What follows belongs to an exercise in optimizing a design on an open flow for small area, a short achievable clock period and few clock cycles; a production flow would make more cautious choices. The RTL was checked by simulation tests, not by an equivalence proof against the original design. Power is estimated from default activity; no workload was simulated.

==> inputs of willow <==
==> flow/design.v (excerpt) <==
module conv_mac_engine
#(
  parameter int DATA_W = 23,
  parameter int KSIZE  = 3,
  parameter int CH     = 2,
  parameter int WDEPTH = 16,
  parameter int ACC_W  = conv_pkg::acc_w(DATA_W, WDEPTH)
) (
  input  logic                       clk,
  input  logic                       rst_n,
  input  logic                       cfg_we,
  input  logic [$clog2(CH)-1:0]      cfg_ch,
  input  logic [$clog2(WDEPTH)-1:0]  cfg_addr,
  input  logic [DATA_W-1:0]          cfg_wdata,
  input  logic                       mode,
  input  logic [$clog2(WDEPTH):0]    len,
  input  logic                       start,
  input  logic                       in_valid,
  output logic                       in_ready,
  input  logic [DATA_W-1:0]          in_data,
  output logic                       out_valid,
  input  logic                       out_ready,
  output logic [CH*ACC_W-1:0]        out_data,
  output logic                       busy,
  output logic                       err
);
export LEC_CHECK = 0
export CAP_MARGIN = 20
export CORE_MARGIN = 2
export CORE_UTILIZATION = 50
export CTS_BUF_LIST = sky130_fd_sc_hd__clkbuf_8
export SLEW_MARGIN = 20
create_clock -name core_clock -period 10.0 [get_ports {clk}]
standard.sh (not shown) runs the stock make flow with config.mk's settings and CLKGATE_MAP_FILE= SYNTH_SCRIPT=/design/flow/synth_recipe.tcl, a recipe that flattens the netlist after the stock synthesis.
==> flow/flow/run.sh <==
#!/bin/bash
set -euo pipefail
ports="BUFFER_PORTS_ARGS=-buffer_cell sky130_fd_sc_hd__buf_4"
bash standard.sh SETUP_SLACK_MARGIN=6.6 "$ports" cts > standard_cts.log 2>&1
bash standard.sh SETUP_SLACK_MARGIN=6.2 "$ports" finish > standard_finish.log 2>&1
==> quartz (differences from willow) <==
--- a/flow/design.v
+++ b/flow/design.v
@@ -18,35 +18,28 @@
   input  logic              rst_n,
   input  logic              wr_en,
   input  logic [3:0]        wr_addr,
   input  logic [22:0]       wr_data,
   input  logic [15:0]       tap_oh,
   input  logic [22:0]       x,
   input  logic [24:0]       x3,
-  input  logic              take,
   input  logic              clr,
   output logic [49:0]       acc
 );
   logic [15:0][22:0] w_q;
   logic [15:0]       wv_q;
   logic [15:0]       rsel;
   logic [22:0]       wrd;
-  logic [15:0]       wen;
-  generate
-    for (genvar k = 0; k < 16; k++) begin : g_w
-      assign wen[k] = wr_en && (wr_addr == 4'(k));
-      always_ff @(posedge clk) begin
-        if (wen[k]) w_q[k] <= wr_data;
-      end
-      always_ff @(posedge clk or negedge rst_n) begin
-        if (!rst_n)      wv_q[k] <= 1'b0;
-        else if (wen[k]) wv_q[k] <= 1'b1;
-      end
-    end
-  endgenerate
+  always_ff @(posedge clk) begin
+    if (wr_en) w_q[wr_addr] <= wr_data;
+  end
+  always_ff @(posedge clk or negedge rst_n) begin
+    if (!rst_n) wv_q <= '0;
+    else if (wr_en) wv_q[wr_addr] <= 1'b1;
+  end
   assign rsel = tap_oh & wv_q;
   always_comb begin
     wrd = '0;
     for (int k = 0; k < 16; k++) wrd = wrd | ({23{rsel[k]}} & w_q[k]);
   end
   logic [24:0] ws;
   logic [7:0] s1_d, s2_d, s3_d, s4_d;
@@ -64,19 +57,19 @@
           4'd7, 4'd8:              {s4_d[j], s3_d[j], s2_d[j], s1_d[j]} = 4'b1000;
           default:                 {s4_d[j], s3_d[j], s2_d[j], s1_d[j]} = 4'b0000;
         endcase
       end
     end
   endgenerate
   always_ff @(posedge clk) begin
-    s1  <= take ? s1_d : '0;
-    s2  <= take ? s2_d : '0;
-    s3  <= take ? s3_d : '0;
-    s4  <= take ? s4_d : '0;
-    for (int j = 0; j < 8; j++) neg[j] <= take && ws[3*j+3];
+    s1  <= s1_d;
+    s2  <= s2_d;
+    s3  <= s3_d;
+    s4  <= s4_d;
+    for (int j = 0; j < 8; j++) neg[j] <= ws[3*j+3];
   end
   logic [24:0] pp0;
   logic [24:0] pp1;
   logic [24:0] pp2;
   logic [24:0] pp3;
   logic [24:0] pp4;
   logic [24:0] pp5;
@@ -495,32 +488,37 @@
       err_q  <= (start && !busy_q && len_bad) || (cfg_we && busy_q);
       tap_q  <= rdy_q ? tap_q + AW'(hs) : '0;
       toh_q  <= !rdy_q ? WDEPTH'(1) : hs ? {toh_q[WDEPTH-2:0], toh_q[WDEPTH-1]} : toh_q;
       if (!busy_q) nm1_q <= mode ? AW'(len - 1'b1) : AW'(NK - 1);
     end
   end
   logic [DATA_W-1:0] x_q;
-  logic [DATA_W+1:0] x3_q;
-  always_ff @(posedge clk) begin
-    x_q  <= in_data;
-    x3_q <= {{2{in_data[DATA_W-1]}}, in_data} + {in_data[DATA_W-1], in_data, 1'b0};
+  logic [DATA_W+1:0] x3, x3_q;
+  assign x3 = {{2{in_data[DATA_W-1]}}, in_data} + {in_data[DATA_W-1], in_data, 1'b0};
+  always_ff @(posedge clk or negedge rst_n) begin
+    if (!rst_n) begin
+      x_q  <= '0;
+      x3_q <= '0;
+    end else begin
+      x_q  <= hs ? in_data : '0;
+      x3_q <= hs ? x3 : '0;
+    end
   end
   generate
     for (genvar gc = 0; gc < CH; gc++) begin : g_lane
       logic [ACC_W-1:0] acc_c;
       mac_lane u_lane (
         .clk     (clk),
         .rst_n   (rst_n),
         .wr_en   (cfg_we && !busy_q && (cfg_ch == gc)),
         .wr_addr (cfg_addr),
         .wr_data (cfg_wdata),
         .tap_oh  (toh_q),
         .x       (x_q),
         .x3      (x3_q),
-        .take    (hs),
         .clr     (start_ok),
         .acc     (acc_c)
       );
       assign out_data[gc*ACC_W +: ACC_W] = acc_c;
     end
   endgenerate
 endmodule
==> flow/flow/run.sh (replaced) <==
#!/bin/bash
set -euo pipefail
bash standard.sh SETUP_SLACK_MARGIN=6.4 cts > standard_cts.log 2>&1
bash standard.sh SETUP_SLACK_MARGIN=5.5 finish > standard_finish.log 2>&1
==> lagoon (differences from willow) <==
--- a/flow/design.v
+++ b/flow/design.v
@@ -426,15 +426,20 @@
   logic [49:0] ps, pc;
   assign ps = {1'b1, 1'b1, 1'b1, 1'b1, pp7[23], pp7[22], t326, t324, t322, t320, t318, t316, t314, t312, t310, t308, t306, t304, t302, t300, t298, t296, t294, t292, t290, t288, t286, t284, t282, t280, t278, t276, t274, t272, t270, t268, t266, t264, t262, t260, t258, t256, t254, t252, t250, t248, t247, pp0[2], pp0[1], pp0[0]};
   assign pc = {1'b0, 1'b0, 1'b0, 1'b0, pp7[24], t328, t327, t325, t323, t321, t319, t317, t315, t313, t311, t309, t307, t305, t303, t301, t299, t297, t295, t293, t291, t289, t287, t285, t283, t281, t279, t277, t275, t273, t271, t269, t267, t265, t263, t261, t259, t257, t255, t253, t251, t249, neg[1], 1'b0, 1'b0, neg[0]};
   logic [49:0] ps_q, pc_q, acc_q;
   always_ff @(posedge clk) begin
     ps_q <= ps;
     pc_q <= pc;
-    acc_q <= clr ? 50'd0 : acc_q + ps_q + pc_q;
+  end
+  logic [49:0] as, ac;
+  assign as = acc_q ^ ps_q ^ pc_q;
+  assign ac = {(acc_q[48:0] & ps_q[48:0]) | (acc_q[48:0] & pc_q[48:0]) | (ps_q[48:0] & pc_q[48:0]), 1'b0};
+  always_ff @(posedge clk) begin
+    acc_q <= clr ? 50'd0 : as + ac;
   end
   assign acc = acc_q;
 endmodule
 module conv_mac_engine
 #(
   parameter int DATA_W = 23,
   parameter int KSIZE  = 3,
==> flow/flow/run.sh (replaced) <==
#!/bin/bash
set -euo pipefail
ports="BUFFER_PORTS_ARGS=-buffer_cell sky130_fd_sc_hd__buf_4"
bash standard.sh SETUP_SLACK_MARGIN=6.5 "$ports" cts > standard_cts.log 2>&1
bash standard.sh SETUP_SLACK_MARGIN=6.55 "$ports" finish > standard_finish.log 2>&1
- CTS_CLUSTER_DIAMETER: unset -> 60
- CTS_CLUSTER_SIZE: unset -> 12
==> comparison <==
lagoon completed without violations. quartz finished with timing, DRC and antenna clean. willow ran to the end with no violations.
Against lagoon, the routed wire length of willow is higher by about 0.9%.
Cell area, lowest first: lagoon, willow, quartz.
In lagoon the critical path depth is lower than in willow, by 14.
Total power, highest first: quartz, willow, lagoon.
Die area: quartz > lagoon > willow.
Worst setup slack: quartz < willow < lagoon.
Global-route usage: quartz > willow > lagoon.
In lagoon the register-to-register slack is higher than in quartz, by 0.23 ns.
Hold slack, lowest first: lagoon, willow, quartz.
Sequential power: quartz > lagoon > willow.
Flip-flop and latch count is the same in willow and lagoon.
Testbench counts of willow, summed over its fixed seeds: cycles 20,142.
Testbench counts of quartz, summed over its fixed seeds: cycles 20,142.
Testbench counts of lagoon, summed over its fixed seeds: cycles 20,142.

afterwards: timing with drivers on the ports:
The flow's constraints put no driver on any port. The routed layouts listed below were extracted and timed again, unchanged, in two steps.
Step 1 sets driving cells, clkbuf_16 on the clock port and buf_2 on the other inputs (assumed; they add their load-dependent delay and slew).
Step 2 moves the port delays by t, midway between the first and last clock arrival at a register: inputs arrive t later, outputs are due t later. That takes back most of the time a late clock gives input paths.
a / b / c = ideal ports / drivers / drivers and shift; a / b = the first two.
run | t (ns) | setup WS [ns] | worst setup path after step 2 | clock arrival spread, ns | cell pins on the clock port's net
willow | 0.964 | 6.316 / 6.333 / 5.370 | input to register | 0.059 / 0.059 | 1
quartz | 1.010 | 6.225 / 6.275 / 5.264 | input to register | 0.100 / 0.101 | 1
lagoon | 0.957 | 6.474 / 6.395 / 5.593 | input to register | 0.081 / 0.081 | 1
After both steps setup and hold are still met in every run listed. For quartz, which loses most, drivers alone change the setup slack by +0.050 ns; drivers and shift together by -0.961 ns.
